This design comes from an exercise in tuning for small area and a short achievable clock period on the open sky130 flow, not from production work.

==> 08-11: inputs <==
// mul_div_unit
module mul_div_unit #(
    parameter int WIDTH   = 32,
    parameter int MUL_LAT = 5,
    parameter int DIV_LAT = 10
) (
    input  logic             clk,
    input  logic             reset,
    input  logic             start,
    input  logic [2:0]       op,
    input  logic [WIDTH-1:0] a,
    input  logic [WIDTH-1:0] b,
    input  logic             flush,
    output logic             busy,
    output logic             done,
    output logic [WIDTH-1:0] hi,
    output logic [WIDTH-1:0] lo
);
    logic [31:0] x;
    logic [33:0] ph;
    logic [31:0] pl;
    logic        f_div, f_sgn, neg_a;
    logic [3:0]  cnt;
    logic        m_last, d_first, d_last;    
    logic [34:0] xs;              
    logic        d_neg;           
    assign d_neg = f_sgn & x[31];
    assign xs    = {{3{d_neg}}, x};
    logic [34:0] ain [0:4];
    logic [34:0] pp  [0:3];
    logic [34:0] sum [0:3];
    logic [3:0]  qb;
    logic [3:0]  c_one, c_two, c_neg;
    assign ain[0] = {ph[33], ph};
    for (genvar k = 0; k < 4; k++) begin : g_row
        assign pp[k] = (({35{c_one[k]}} & xs) | ({35{c_two[k]}} & {xs[33:0], 1'b0}))
                     ^ {35{c_neg[k]}};
        logic co_unused;
        if (k < 1) begin : g_fast
            add35_ks u_add (.a(ain[k]), .b(pp[k]), .ci(c_neg[k]), .s(sum[k]), .co(co_unused));
        end else begin : g_small
  ...
==> module mul_div_unit, before the edit <==
module mul_div_unit #(
    parameter int WIDTH   = 32,
    parameter int MUL_LAT = 5,
    parameter int DIV_LAT = 10
) (
    input  logic             clk,
    input  logic             reset,
    input  logic             start,
    input  logic [2:0]       op,
    input  logic [WIDTH-1:0] a,
    input  logic [WIDTH-1:0] b,
    input  logic             flush,
    output logic             busy,
    output logic             done,
    output logic [WIDTH-1:0] hi,
    output logic [WIDTH-1:0] lo
);
    logic [31:0] x;
    logic [33:0] ph;
    logic [31:0] pl;
    logic        f_div, f_sgn, neg_a;
    logic [3:0]  cnt;
    logic        m_last, d_first, d_last;    
    logic [34:0] xs;              
    logic        d_neg;           
    assign d_neg = f_sgn & x[31];
    assign xs    = {{3{d_neg}}, x};
    logic [34:0] ain [0:4];
    logic [34:0] pp  [0:3];
    logic [34:0] sum [0:3];
    logic [3:0]  qb;
    logic [3:0]  c_one, c_two, c_neg;
    assign ain[0] = {ph[33], ph};
    for (genvar k = 0; k < 4; k++) begin : g_row
        assign pp[k] = (({35{c_one[k]}} & xs) | ({35{c_two[k]}} & {xs[33:0], 1'b0}))
                     ^ {35{c_neg[k]}};
        logic co_unused;
        if (k < 1) begin : g_fast
            add35_ks u_add (.a(ain[k]), .b(pp[k]), .ci(c_neg[k]), .s(sum[k]), .co(co_unused));
        end else begin : g_small
            add35_bk u_add (.a(ain[k]), .b(pp[k]), .ci(c_neg[k]), .s(sum[k]), .co(co_unused));
        end
        assign qb[k] = ~sum[k][34];
        logic s_m, s_q, s_r;
        assign s_m = ~f_div;
        assign s_q = f_div & qb[k];
        assign s_r = f_div & ~qb[k];
        assign ain[k+1] = ({35{s_m}} & {{2{sum[k][34]}}, sum[k][34:2]})
                        | ({35{s_q}} & {2'b00, sum[k][31:0], pl[30-k]})
                        | ({35{s_r}} & {2'b00, ain[k][31:0], pl[30-k]});
    end
    function automatic logic [2:0] booth(input logic [2:0] t);    
        booth[2] = t[1] ^ t[0];
        booth[1] = (t[2] & ~t[1] & ~t[0]) | (~t[2] & t[1] & t[0]);
        booth[0] = t[2];
    endfunction
    logic [8:0]  nb;              
    logic        n_div, n_dneg;
    always_comb begin
        if (!busy) begin
            nb     = {a[7:0], 1'b0};
            n_div  = op[1];
            n_dneg = ~op[0] & b[31];
        end else begin
            nb     = (cnt == 4'd3) ? {6'd0, neg_a, neg_a, pl[7]} : pl[15:7];
            n_div  = f_div;
            n_dneg = d_neg;
        end
    end
    always_ff @(posedge clk) begin
        for (int k = 0; k < 4; k++) begin
            logic [2:0] bc;
            bc = n_div ? {2'b10, ~n_dneg} : booth(nb[2*k +: 3]);
            c_one[k] <= bc[2];
            c_two[k] <= bc[1];
            c_neg[k] <= bc[0];
        end
    end
    function automatic logic [31:0] cneg(input logic [31:0] v, input logic en);
        logic [31:0] below;
        below[0] = 1'b0;
        for (int i = 1; i < 32; i++) below[i] = below[i-1] | v[i-1];
        cneg = v ^ ({32{en}} & below);
    endfunction
    logic [31:0] pl_abs;
    logic        neg_q, bz;
    assign pl_abs = cneg(pl, neg_a);
    assign neg_q = neg_a ^ d_neg;
    assign bz    = (x == 32'd0);
    logic last;
    assign last = f_div ? d_last : m_last;
    always_ff @(posedge clk) begin
        if (!busy) begin
            x     <= b;
            ph    <= '0;
            pl    <= a;
            f_div <= op[1];
            f_sgn <= ~op[0];
            neg_a <= ~op[0] & a[31];
            cnt     <= '0;
            m_last  <= 1'b0;
            d_first <= 1'b1;
            d_last  <= 1'b0;
        end else begin
            cnt     <= cnt + 4'd1;
            m_last  <= (cnt == 4'd3);
            d_first <= 1'b0;
            d_last  <= (cnt == 4'd8);
            if (!f_div) begin
                ph <= ain[4][33:0];
                pl <= {sum[3][1:0], sum[2][1:0], sum[1][1:0], sum[0][1:0], pl[31:8]};
            end else if (d_first) begin
                ph <= {33'd0, pl_abs[31]};
                pl <= pl_abs;
            end else begin
                ph <= ain[4][33:0];
                pl <= {pl[27:0], qb[0], qb[1], qb[2], qb[3]};
            end
        end
    end
    always_ff @(posedge clk or posedge reset) begin
        if (reset) begin
            busy <= 1'b0;
            done <= 1'b0;
            hi   <= '0;
            lo   <= '0;
        end else begin
            done <= 1'b0;
            if (!busy) begin
                if (start && !flush) begin
                    if (!op[2]) busy <= 1'b1;
                    else if (op[1:0] == 2'b00) hi <= a;
                    else if (op[1:0] == 2'b01) lo <= a;
                end
            end else if (flush) begin
                busy <= 1'b0;
            end else if (last) begin
                busy <= 1'b0;
                done <= 1'b1;
                if (!f_div) begin
                    hi <= sum[0][31:0];
                    lo <= pl;
                end else begin
                    hi <= cneg(ph[32:1], neg_a);
                    lo <= bz ? 32'hFFFF_FFFF : cneg(pl, neg_q);
                end
            end
        end
    end
endmodule
export LEC_CHECK = 0
export ABC_AREA = 1
export CAP_MARGIN = 20
export CORE_MARGIN = 2
export CORE_UTILIZATION = 40
export SLEW_MARGIN = 20
create_clock -name core_clock -period 90.0 [get_ports {clk}]
standard.sh (not shown) runs the stock make flow with config.mk's settings and CLKGATE_MAP_FILE= SYNTH_SCRIPT=/design/flow/synth_recipe.tcl, a recipe that flattens the netlist after the stock synthesis.
==> flow/flow/run.sh <==
#!/bin/bash
# The standard layout (standard synthesis included), with the port
# buffers made from the smallest plain buffer instead of the default cell.
set -euo pipefail
bash standard.sh BUFFER_PORTS_ARGS="-buffer_cell sky130_fd_sc_hd__buf_1" finish > standard.log 2>&1
==> 07-17 (differences from 08-11) <==
--- a/flow/design.v
+++ b/flow/design.v
@@ -21,4 +21,5 @@
     logic        f_div, f_sgn, neg_a;
     logic [3:0]  cnt;
+    logic        run;             
     logic        m_last, d_first, d_last;    
     logic [34:0] xs;              
@@ -29,24 +30,24 @@
     logic [34:0] pp  [0:3];
     logic [34:0] sum [0:3];
-    logic [3:0]  qb;
+    logic [3:0]  qb, rneg;
     logic [3:0]  c_one, c_two, c_neg;
     assign ain[0] = {ph[33], ph};
     for (genvar k = 0; k < 4; k++) begin : g_row
+        if (k == 0) begin : g_n0
+            assign rneg[k] = c_neg[k];
+        end else begin : g_nk
+            assign rneg[k] = c_neg[k] ^ (f_div & ~qb[k-1]);
+        end
         assign pp[k] = (({35{c_one[k]}} & xs) | ({35{c_two[k]}} & {xs[33:0], 1'b0}))
-                     ^ {35{c_neg[k]}};
+                     ^ {35{rneg[k]}};
         logic co_unused;
-        if (k < 1) begin : g_fast
-            add35_ks u_add (.a(ain[k]), .b(pp[k]), .ci(c_neg[k]), .s(sum[k]), .co(co_unused));
+        if (k < 0) begin : g_fast
+            add35_ks u_add (.a(ain[k]), .b(pp[k]), .ci(rneg[k]), .s(sum[k]), .co(co_unused));
         end else begin : g_small
-            add35_bk u_add (.a(ain[k]), .b(pp[k]), .ci(c_neg[k]), .s(sum[k]), .co(co_unused));
+            add35_bk u_add (.a(ain[k]), .b(pp[k]), .ci(rneg[k]), .s(sum[k]), .co(co_unused));
         end
-        assign qb[k] = ~sum[k][34];
-        logic s_m, s_q, s_r;
-        assign s_m = ~f_div;
-        assign s_q = f_div & qb[k];
-        assign s_r = f_div & ~qb[k];
-        assign ain[k+1] = ({35{s_m}} & {{2{sum[k][34]}}, sum[k][34:2]})
-                        | ({35{s_q}} & {2'b00, sum[k][31:0], pl[30-k]})
-                        | ({35{s_r}} & {2'b00, ain[k][31:0], pl[30-k]});
+        assign qb[k]    = ~sum[k][34];
+        assign ain[k+1] = f_div ? {sum[k][33:0], pl[30-k]}
+                                : {{2{sum[k][34]}}, sum[k][34:2]};
     end
     function automatic logic [2:0] booth(input logic [2:0] t);    
@@ -58,5 +59,5 @@
     logic        n_div, n_dneg;
     always_comb begin
-        if (!busy) begin
+        if (!run) begin
             nb     = {a[7:0], 1'b0};
             n_div  = op[1];
@@ -71,5 +72,12 @@
         for (int k = 0; k < 4; k++) begin
             logic [2:0] bc;
-            bc = n_div ? {2'b10, ~n_dneg} : booth(nb[2*k +: 3]);
+            if (!n_div)
+                bc = booth(nb[2*k +: 3]);
+            else if (k == 0 && run && cnt == 4'd8)
+                bc = {1'b0, ~qb[3], n_dneg};            
+            else if (k == 0 && run && !d_first)
+                bc = {2'b10, n_dneg ^ qb[3]};           
+            else
+                bc = {2'b10, ~n_dneg};                  
             c_one[k] <= bc[2];
             c_two[k] <= bc[1];
@@ -86,16 +94,16 @@
     logic        neg_q, bz;
     assign pl_abs = cneg(pl, neg_a);
-    assign neg_q = neg_a ^ d_neg;
-    assign bz    = (x == 32'd0);
+    assign neg_q  = (neg_a ^ d_neg) & ~bz;
+    assign bz     = (x == 32'd0);
     logic last;
     assign last = f_div ? d_last : m_last;
     always_ff @(posedge clk) begin
-        if (!busy) begin
-            x     <= b;
-            ph    <= '0;
-            pl    <= a;
-            f_div <= op[1];
-            f_sgn <= ~op[0];
-            neg_a <= ~op[0] & a[31];
+        if (!run) begin
+            x       <= b;
+            ph      <= '0;
+            pl      <= a;
+            f_div   <= op[1];
+            f_sgn   <= ~op[0];
+            neg_a   <= ~op[0] & a[31];
             cnt     <= '0;
             m_last  <= 1'b0;
@@ -121,4 +129,13 @@
     always_ff @(posedge clk or posedge reset) begin
         if (reset) begin
+            run  <= 1'b0;
+        end else if (!run) begin
+            run  <= start & ~flush & ~op[2];
+        end else begin
+            run  <= ~flush & ~last;
+        end
+    end
+    always_ff @(posedge clk or posedge reset) begin
+        if (reset) begin
             busy <= 1'b0;
             done <= 1'b0;
@@ -127,5 +144,5 @@
         end else begin
             done <= 1'b0;
-            if (!busy) begin
+            if (!run) begin
                 if (start && !flush) begin
                     if (!op[2]) busy <= 1'b1;
@@ -142,6 +159,6 @@
                     lo <= pl;
                 end else begin
-                    hi <= cneg(ph[32:1], neg_a);
-                    lo <= bz ? 32'hFFFF_FFFF : cneg(pl, neg_q);
+                    hi <= cneg(sum[0][32:1], neg_a);
+                    lo <= cneg(pl, neg_q);
                 end
             end
==> flow/flow/run.sh (replaced) <==
#!/bin/bash
# The standard layout (standard synthesis included), with the port
# buffers made from the smallest plain buffer, and a clock tree of
# clkbuf_8 under a clkbuf_16 root, without dummy loads.
set -euo pipefail
bash standard.sh \
  BUFFER_PORTS_ARGS="-buffer_cell sky130_fd_sc_hd__buf_1" \
  CTS_ARGS="-sink_clustering_enable -repair_clock_nets -root_buf sky130_fd_sc_hd__clkbuf_16 -buf_list sky130_fd_sc_hd__clkbuf_8 -dont_use_dummy_load" \
  finish > standard.log 2>&1
CORE_UTILIZATION = 65   (was 40)
==> flow_metrics.tcl <==
set metrics [dict create \
    status "no timing/DRC/antenna violations" \
    hpwlAfterDp_um 55200 \
    postLayoutCellArea_um2 21100 \
    grt_max_degree 77 \
    multi_input_area_share_pct 63.1 \
    synth.cells.most_frequent "nand2_1, inv_1, nor2_1" \
    dp_slack_ns 70.24 \
    avgSynthCellArea_um2 7.06 \
    gr-usage-met2_pct 43.0 \
    place_area_um2 20500 \
    yosys.area.top_type_share_pct 10.2 \
    final_cell_mix "nand2_1, inv_1, nor2_1" \
    r2r_setup_slack_ns 72.51 \
    fill_cells 5082 \
]
The numbers above come from 08-11.

==> flow_metrics.tcl <==
set metrics [dict create \
    status "no timing/DRC/antenna violations" \
    multi_input_area_share_pct 62.6 \
    r2r_setup_slack_ns 72.38 \
    avgSynthCellArea_um2 7.43 \
    dp_slack_ns 70.22 \
    synth.cells.most_frequent "nand2_1, inv_1, o21ai_0" \
    hpwlAfterDp_um 45600 \
    fill_cells 2439 \
    final_cell_mix "nand2_1, inv_1, o21ai_0" \
    grt_max_degree 68 \
    place_area_um2 19100 \
    postLayoutCellArea_um2 19400 \
    yosys.area.top_type_share_pct 9.24 \
]
The numbers above come from 07-17.

Function was not checked in any run of this note: the RTL went through the layout flow alone.

## port drivers added, routing unchanged
No port has a modelled driver above. Below, the same layouts with a new extraction and two added sets of constraints.
Step 1: set_driving_cell puts a clkbuf_16 on clk and a buf_2 on each other input, an assumption about the parent block.
Step 2 adds t to the input delays and takes it off the output delays; t is the mean of the earliest and latest rising clock arrival at the registers after step 1. Input paths then give back, and output paths get back, about the clock's delay inside the block.
Three values: ideal ports, drivers, drivers and shift; two values: the first two.
run | t, ns | slack for setup (ns) | latest minus earliest clock arrival (ns) | worst slew at a driven data input, ns
08-11 | 0.554 | 70.517 / 70.462 / 70.238 | 0.025 / 0.025 | 0.04
07-17 | 0.450 | 70.560 / 70.590 / 70.140 | 0.045 / 0.045 | 0.04
After both steps setup and hold are still met in every run listed. For 07-17, which loses most, drivers alone change the setup slack by +0.030 ns; drivers and shift together by -0.420 ns.
